What follows belongs to an exercise in optimizing a design on an open flow for small area and a short achievable clock period; a production flow would make more cautious choices.
Only simulation tests tie the RTL to the original design; equivalence was not proved.
Power is estimated from default activity; no workload was simulated.

==> flow/design.v <==
package bps_pkg;
  localparam int RankBits    = 15;
  localparam int StepBits    = 17;
  localparam int BlockBits   = 16;
  localparam int LogBits     = 4;
  localparam int CfgIdxBits  = 1;
  localparam int CfgDataBits = 16;
endpackage
module bps_mod_a (
  input  logic [16:0] s,
  output logic [3:0]  u15,
  output logic [6:0]  t63,
  output logic [6:0]  z13,
  output logic [6:0]  y11
);
  logic [3:0] x1, y1, x2, y2, x3, y3, m1, m2, m3;
  logic [4:0] t15;
  logic [5:0] x6, y6, m6;
  logic [7:0] y13;
  always_comb begin
    x1 = s[3:0] ^ s[7:4] ^ s[11:8];
    m1 = (s[3:0] & s[7:4]) | (s[3:0] & s[11:8]) | (s[7:4] & s[11:8]);
    y1 = {m1[2:0], m1[3]};
    x2 = x1 ^ y1 ^ s[15:12];
    m2 = (x1 & y1) | (x1 & s[15:12]) | (y1 & s[15:12]);
    y2 = {m2[2:0], m2[3]};
    x3 = x2 ^ y2 ^ {3'b0, s[16]};
    m3 = (x2 & y2) | (x2 & {3'b0, s[16]}) | (y2 & {3'b0, s[16]});
    y3 = {m3[2:0], m3[3]};
    t15 = {1'b0, x3} + {1'b0, y3};
    u15 = t15[3:0] + {3'b0, t15[4]};
    x6 = s[5:0] ^ s[11:6] ^ {1'b0, s[16:12]};
    m6 = (s[5:0] & s[11:6]) | (s[5:0] & {1'b0, s[16:12]}) | (s[11:6] & {1'b0, s[16:12]});
    y6 = {m6[4:0], m6[5]};
    t63 = {1'b0, x6} + {1'b0, y6};
    y13 = {2'b0, s[5:0]} + {3'b0, s[16:12]} + {2'b0, ~s[11:6]};
    z13 = {1'b0, y13[5:0]} + {5'b0, ~y13[7:6]} + 7'd12;
    y11 = {2'b0, s[4:0]} + {2'b0, s[14:10]} + {2'b0, ~s[9:5]} + {5'b0, ~s[16:15]};
  end
endmodule
module bps_mod_b (
  input  logic [2:0] s_lo,
  input  logic [3:0] l,
  input  logic [3:0] u15,
  input  logic [6:0] t63,
  input  logic [6:0] z13,
  input  logic [6:0] y11,
  output logic [3:0] si
);
  logic [3:0] r15, r13, r11, r9;
  logic [2:0] r7, r5, a7, b7;
  logic [1:0] r3;
  logic [5:0] c13;
  logic [4:0] c11, d9;
  logic [5:0] z11;
  logic [3:0] e7;
  always_comb begin
    r15 = (u15 == 4'd15) ? 4'd0 : u15;
    case (r15)
      4'd0, 4'd3, 4'd6, 4'd9, 4'd12:   r3 = 2'd0;
      4'd1, 4'd4, 4'd7, 4'd10, 4'd13:  r3 = 2'd1;
      default:                         r3 = 2'd2;
    endcase
    case (r15)
      4'd0, 4'd5, 4'd10:  r5 = 3'd0;
      4'd1, 4'd6, 4'd11:  r5 = 3'd1;
      4'd2, 4'd7, 4'd12:  r5 = 3'd2;
      4'd3, 4'd8, 4'd13:  r5 = 3'd3;
      default:            r5 = 3'd4;
    endcase
    e7 = {1'b0, t63[2:0]} + {1'b0, t63[5:3]} + {3'b0, t63[6]};
    a7 = e7[2:0] + {2'b0, e7[3]};
    r7 = (a7 == 3'd7) ? 3'd0 : a7;
    d9 = {2'b0, t63[2:0]} + {4'b0, t63[6]} - {2'b0, t63[5:3]};
    r9 = d9[4] ? d9[3:0] + 4'd9 : ((d9[3:0] == 4'd9) ? 4'd0 : d9[3:0]);
    z11 = {1'b0, y11[4:0]} + {4'b0, ~y11[6:5]} + 6'd7;
    c13 = (z13 >= 7'd52) ? 6'(z13 - 7'd52) : z13[5:0];
    c13 = (c13 >= 6'd26) ? 6'(c13 - 6'd26) : c13;
    r13 = (c13 >= 6'd13) ? 4'(c13 - 6'd13) : c13[3:0];
    c11 = (z11 >= 6'd22) ? 5'(z11 - 6'd22) : z11[4:0];
    r11 = (c11 >= 5'd11) ? 4'(c11 - 5'd11) : c11[3:0];
    case (l)
      4'd2:    si = {3'b0, s_lo[0]};
      4'd3:    si = {2'b0, r3};
      4'd4:    si = {2'b0, s_lo[1:0]};
      4'd5:    si = {1'b0, r5};
      4'd6:    si = {2'b0, r3} + ((r3[0] ^ s_lo[0]) ? 4'd3 : 4'd0);
      4'd7:    si = {1'b0, r7};
      4'd8:    si = {1'b0, s_lo};
      4'd9:    si = r9;
      4'd10:   si = {1'b0, r5} + ((r5[0] ^ s_lo[0]) ? 4'd5 : 4'd0);
      4'd11:   si = r11;
      4'd12:   si = {2'b0, r3} + 4'd3 * {2'b0, 2'(2'd3 * (s_lo[1:0] - r3))};
      4'd13:   si = r13;
      4'd14:   si = {1'b0, r7} + ((r7[0] ^ s_lo[0]) ? 4'd7 : 4'd0);
      4'd15:   si = r15;
      default: si = 4'd0;
    endcase
  end
endmodule
module binomial_pipeline_schedule (
  input  logic                              clk_i,
  input  logic                              rst_ni,
  input  logic                              start_i,
  output logic                              busy_o,
  input  logic                              req_type_i,
  input  logic [bps_pkg::RankBits-1:0]      rank_i,
  input  logic [bps_pkg::StepBits-1:0]      step_i,
  input  logic                              cfg_we_i,
  input  logic [bps_pkg::CfgIdxBits-1:0]    cfg_idx_i,
  input  logic [bps_pkg::CfgDataBits-1:0]   cfg_wdata_i,
  output logic                              valid_o,
  output logic                              transfer_valid_o,
  output logic [bps_pkg::RankBits-1:0]      peer_rank_o,
  output logic [bps_pkg::BlockBits-1:0]     block_index_o,
  output logic [bps_pkg::StepBits-1:0]      forged_index_o
);
  assign busy_o = 1'b0;
  logic [3:0]  lx_q;
  logic [15:0] bx_q;
  logic        zb_q;
  always_ff @(posedge clk_i or negedge rst_ni) begin
    if (!rst_ni) begin
      lx_q <= 4'd0;
      bx_q <= 16'd0;
      zb_q <= 1'b0;
    end else if (cfg_we_i) begin
      if (cfg_idx_i == 1'b0) begin
        lx_q <= (cfg_wdata_i[3:0] == 4'd0) ? 4'd0 : cfg_wdata_i[3:0] ^ 4'd1;
      end else begin
        bx_q <= cfg_wdata_i ^ 16'd1;
        zb_q <= (cfg_wdata_i == 16'd0);
      end
    end
  end
  logic [3:0]  l_q;
  logic [15:0] b_q;
  logic        zb;
  logic [15:0] last;
  assign l_q  = lx_q ^ 4'd1;
  assign b_q  = bx_q ^ 16'd1;
  assign zb   = zb_q;
  assign last = zb ? 16'd0 : b_q - 16'd1;
  logic v1_q, v2_q, v3_q, v4_q, v5_q;
  always_ff @(posedge clk_i or negedge rst_ni) begin
    if (!rst_ni) begin
      v1_q    <= 1'b0;
      v2_q    <= 1'b0;
      v3_q    <= 1'b0;
      v4_q    <= 1'b0;
      v5_q    <= 1'b0;
      valid_o <= 1'b0;
    end else begin
      v1_q    <= start_i;
      v2_q    <= v1_q;
      v3_q    <= v2_q;
      v4_q    <= v3_q;
      v5_q    <= v4_q;
      valid_o <= v5_q;
    end
  end
  logic        req1_q, req2_q, req3_q;
  logic [14:0] rank1_q, rank2_q, rank3_q;
  logic [16:0] s1_q, s2_q, s3_q, s4_q;
  logic [3:0]  u15_d, u15_q;
  logic [6:0]  t63_d, t63_q, z13_d, z13_q;
  logic [6:0]  y11_d, y11_q;
  logic [3:0]  si3_d, si3_q, si4_q;
  bps_mod_a u_mod_a (
    .s   (s1_q),
    .u15 (u15_d),
    .t63 (t63_d),
    .z13 (z13_d),
    .y11 (y11_d)
  );
  bps_mod_b u_mod_b (
    .s_lo (s2_q[2:0]),
    .l    (l_q),
    .u15  (u15_q),
    .t63  (t63_q),
    .z13  (z13_q),
    .y11  (y11_q),
    .si   (si3_d)
  );
  always_ff @(posedge clk_i) begin
    req1_q  <= req_type_i;
    rank1_q <= rank_i;
    s1_q    <= step_i;
    req2_q  <= req1_q;
    rank2_q <= rank1_q;
    s2_q    <= s1_q;
    u15_q   <= u15_d;
    t63_q   <= t63_d;
    z13_q   <= z13_d;
    y11_q   <= y11_d;
    req3_q  <= req2_q;
    rank3_q <= rank2_q;
    s3_q    <= s2_q;
    si3_q   <= si3_d;
  end
  logic [14:0] onehot, above, below, other;
  logic        rot0, any_a, any_b;
  logic [3:0]  pa, pb;
  always_comb begin
    onehot = 15'd1 << si3_q;
    above  = '0;
    below  = '0;
    for (int j = 0; j < 15; j++) begin
      above[j] = rank3_q[j] && (4'(j) > si3_q);
      below[j] = rank3_q[j] && (4'(j) < si3_q);
    end
    other = rank3_q ^ onehot;
    rot0  = rank3_q[si3_q] ^ !req3_q;
    any_a = |above;
    any_b = |below;
    pa = 4'd0;
    for (int j = 14; j >= 0; j--) if (above[j]) pa = 4'(j);
    pb = 4'd0;
    for (int j = 14; j >= 0; j--) if (below[j]) pb = 4'(j);
  end
  logic        rot04_q, any_a4_q, any_b4_q;
  logic [3:0]  pa4_q, pb4_q;
  logic [14:0] peer4_q;
  always_ff @(posedge clk_i) begin
    rot04_q  <= rot0;
    any_a4_q <= any_a;
    any_b4_q <= any_b;
    pa4_q    <= pa;
    pb4_q    <= pb;
    peer4_q  <= other;
    si4_q    <= si3_q;
    s4_q     <= s3_q;
  end
  logic [4:0]  x, m, wrapx;
  logic [3:0]  idx, idxp, first, gc;
  logic        recv_nz, kill;
  logic [17:0] g, sl;
  always_comb begin
    x       = any_b4_q ? {1'b0, pb4_q} : {1'b0, si4_q};
    wrapx   = x + {1'b0, l_q};
    m       = (any_a4_q && ({1'b0, pa4_q} < wrapx)) ? {1'b0, pa4_q} : wrapx;
    idx     = 4'(m - {1'b0, si4_q});
    idxp    = rot04_q ? idx : 4'd0;
    first   = any_b4_q ? pb4_q : (rot04_q ? si4_q : pa4_q);
    recv_nz = rot04_q || any_a4_q || any_b4_q;
    g       = {2'b0, b_q} + {14'b0, l_q} + {1'b1, ~s4_q};
    kill    = g[17] || (g[16:0] == '0);
    gc      = (g[16:4] != '0) ? 4'd15 : g[3:0];
    sl      = {1'b0, s4_q} - {14'b0, l_q};
  end
  logic        pre5_q;
  logic [14:0] peer5_q;
  logic [3:0]  idxp5_q, gc5_q, first5_q;
  logic [17:0] sl5_q;
  always_ff @(posedge clk_i) begin
    pre5_q   <= recv_nz && !kill;
    peer5_q  <= peer4_q;
    idxp5_q  <= idxp;
    gc5_q    <= gc;
    first5_q <= first;
    sl5_q    <= sl;
  end
  logic [17:0] f, fd;
  logic [4:0]  d;
  logic        ok, clamp, eq;
  logic [15:0] blk, forged;
  always_comb begin
    f      = sl5_q + {14'b0, idxp5_q};
    d      = {1'b0, first5_q} - {1'b0, idxp5_q};
    fd     = {{13{d[4]}}, d};
    ok     = pre5_q && !f[17];
    clamp  = {1'b0, idxp5_q} > {1'b0, gc5_q} + {4'b0, zb};
    eq     = (sl5_q == fd);
    blk    = clamp ? last : f[15:0];
    forged = (clamp && !eq) ? last : f[15:0];
  end
  always_ff @(posedge clk_i) begin
    transfer_valid_o <= ok;
    peer_rank_o      <= ok ? peer5_q : '0;
    block_index_o    <= ok ? blk : '0;
    forged_index_o   <= {1'b0, ok ? forged : 16'd0};
  end
endmodule
==> flow/config.mk <==
export PLATFORM = sky130hd
export DESIGN_NAME = binomial_pipeline_schedule
export DESIGN_NICKNAME = binomial_pipeline_schedule
export VERILOG_FILES = /design/flow/design.v
export SDC_FILE = /design/flow/constraint.sdc
export NUM_CORES = 4
export LEC_CHECK = 0
export ABC_AREA = 1
export CAP_MARGIN = 20
export CORE_MARGIN = 2
export CORE_UTILIZATION = 40
export SETUP_SLACK_MARGIN = 4.4
export SLEW_MARGIN = 20
==> flow/constraint.sdc <==
create_clock -name core_clock -period 7.0 [get_ports {clk_i}]
set_input_delay 1.4000 -clock core_clock [delete_from_list [all_inputs] [get_ports {clk_i}]]
set_output_delay 1.4000 -clock core_clock [all_outputs]
set_load 0.01 [all_outputs]
standard.sh (not shown) runs the stock make flow with config.mk's settings and CLKGATE_MAP_FILE= SYNTH_SCRIPT=/design/flow/synth_recipe.tcl, a recipe that flattens the netlist after the stock synthesis.
==> flow/flow/run.sh <==
#!/bin/bash
# The standard ORFS layout with two changes: Yosys's adder-cell mapping is off, so that ABC
# maps the arithmetic together with the rest of the logic, and the port buffers are
# buf_2 cells. Registers and everything else as in standard.sh; each tool's output lands
# in orfs/logs, make's own output in make_finish.log.
set -euo pipefail
cd "$(dirname "$0")/.."
bash standard.sh ADDER_MAP_FILE= "BUFFER_PORTS_ARGS=-buffer_cell sky130_fd_sc_hd__buf_2" finish > make_finish.log 2>&1
Edit:
--- a/flow/design.v
+++ b/flow/design.v
@@ -116,32 +116,29 @@
   output logic [bps_pkg::StepBits-1:0]      forged_index_o
 );
   assign busy_o = 1'b0;
   logic [3:0]  lx_q;
   logic [15:0] bx_q;
-  logic        zb_q;
   always_ff @(posedge clk_i or negedge rst_ni) begin
     if (!rst_ni) begin
       lx_q <= 4'd0;
       bx_q <= 16'd0;
-      zb_q <= 1'b0;
     end else if (cfg_we_i) begin
       if (cfg_idx_i == 1'b0) begin
         lx_q <= (cfg_wdata_i[3:0] == 4'd0) ? 4'd0 : cfg_wdata_i[3:0] ^ 4'd1;
       end else begin
         bx_q <= cfg_wdata_i ^ 16'd1;
-        zb_q <= (cfg_wdata_i == 16'd0);
       end
     end
   end
   logic [3:0]  l_q;
   logic [15:0] b_q;
   logic        zb;
   logic [15:0] last;
   assign l_q  = lx_q ^ 4'd1;
   assign b_q  = bx_q ^ 16'd1;
-  assign zb   = zb_q;
+  assign zb   = (b_q == 16'd0);
   assign last = zb ? 16'd0 : b_q - 16'd1;
   logic v1_q, v2_q, v3_q, v4_q, v5_q;
   always_ff @(posedge clk_i or negedge rst_ni) begin
     if (!rst_ni) begin
       v1_q    <= 1'b0;
@@ -241,12 +238,12 @@
     m       = (any_a4_q && ({1'b0, pa4_q} < wrapx)) ? {1'b0, pa4_q} : wrapx;
     idx     = 4'(m - {1'b0, si4_q});
     idxp    = rot04_q ? idx : 4'd0;
     first   = any_b4_q ? pb4_q : (rot04_q ? si4_q : pa4_q);
     recv_nz = rot04_q || any_a4_q || any_b4_q;
-    g       = {2'b0, b_q} + {14'b0, l_q} + {1'b1, ~s4_q};
-    kill    = g[17] || (g[16:0] == '0);
+    g       = {2'b0, b_q} + {14'b0, l_q} + {1'b1, ~s4_q} + {17'b0, zb};
+    kill    = g[17] || (g[16:1] == '0 && (!g[0] || zb));
     gc      = (g[16:4] != '0) ? 4'd15 : g[3:0];
     sl      = {1'b0, s4_q} - {14'b0, l_q};
   end
   logic        pre5_q;
   logic [14:0] peer5_q;
@@ -267,11 +264,11 @@
   always_comb begin
     f      = sl5_q + {14'b0, idxp5_q};
     d      = {1'b0, first5_q} - {1'b0, idxp5_q};
     fd     = {{13{d[4]}}, d};
     ok     = pre5_q && !f[17];
-    clamp  = {1'b0, idxp5_q} > {1'b0, gc5_q} + {4'b0, zb};
+    clamp  = idxp5_q > gc5_q;
     eq     = (sl5_q == fd);
     blk    = clamp ? last : f[15:0];
     forged = (clamp && !eq) ? last : f[15:0];
   end
   always_ff @(posedge clk_i) begin
Effect:
- The new run passed the timing, DRC and antenna checks
- fmax is lower by about 2.3%
- wire length goes down by about 4.7%
- first-iteration DRC count drops by 10%
- sequential power barely changes
- via count went down by about 2.3%
- sequential share of layout area fell by 0.73 points
- total power rises by 4.5%
- design area goes up by 1.5%
- critical path depth increases by 13

-- static timing again, ports no longer ideal --
Ports are ideal in the flow. The routed layouts listed here were re-timed in OpenROAD. Step 1 sets driving cells, clkbuf_16 on the clock port and buf_2 on the other inputs (assumed; they add their load-dependent delay and slew). Step 2 adds t to the input delays and takes it off the output delays; t is the mean of the earliest and latest rising clock arrival at the registers after step 1. Input paths then give back, and output paths get back, about the clock's delay inside the block. a / b / c = ideal ports / drivers / drivers and shift; a / b = the first two.
run | t, ns | setup slack, ns | worst hold slack (ns) | worst register clock-pin slew, ns | cell pins on the clock port's net
the first run | 0.631 | 4.513 / 4.460 / 4.380 | 0.319 / 0.319 / 0.319 | 0.07 / 0.07 | 1
the second run | 0.574 | 4.456 / 4.456 / 4.352 | 0.305 / 0.305 / 0.305 | 0.06 / 0.06 | 1
After both steps every run listed still meets setup and hold. For the first run, which loses most, drivers alone change the setup slack by -0.053 ns; drivers and shift together by -0.133 ns.
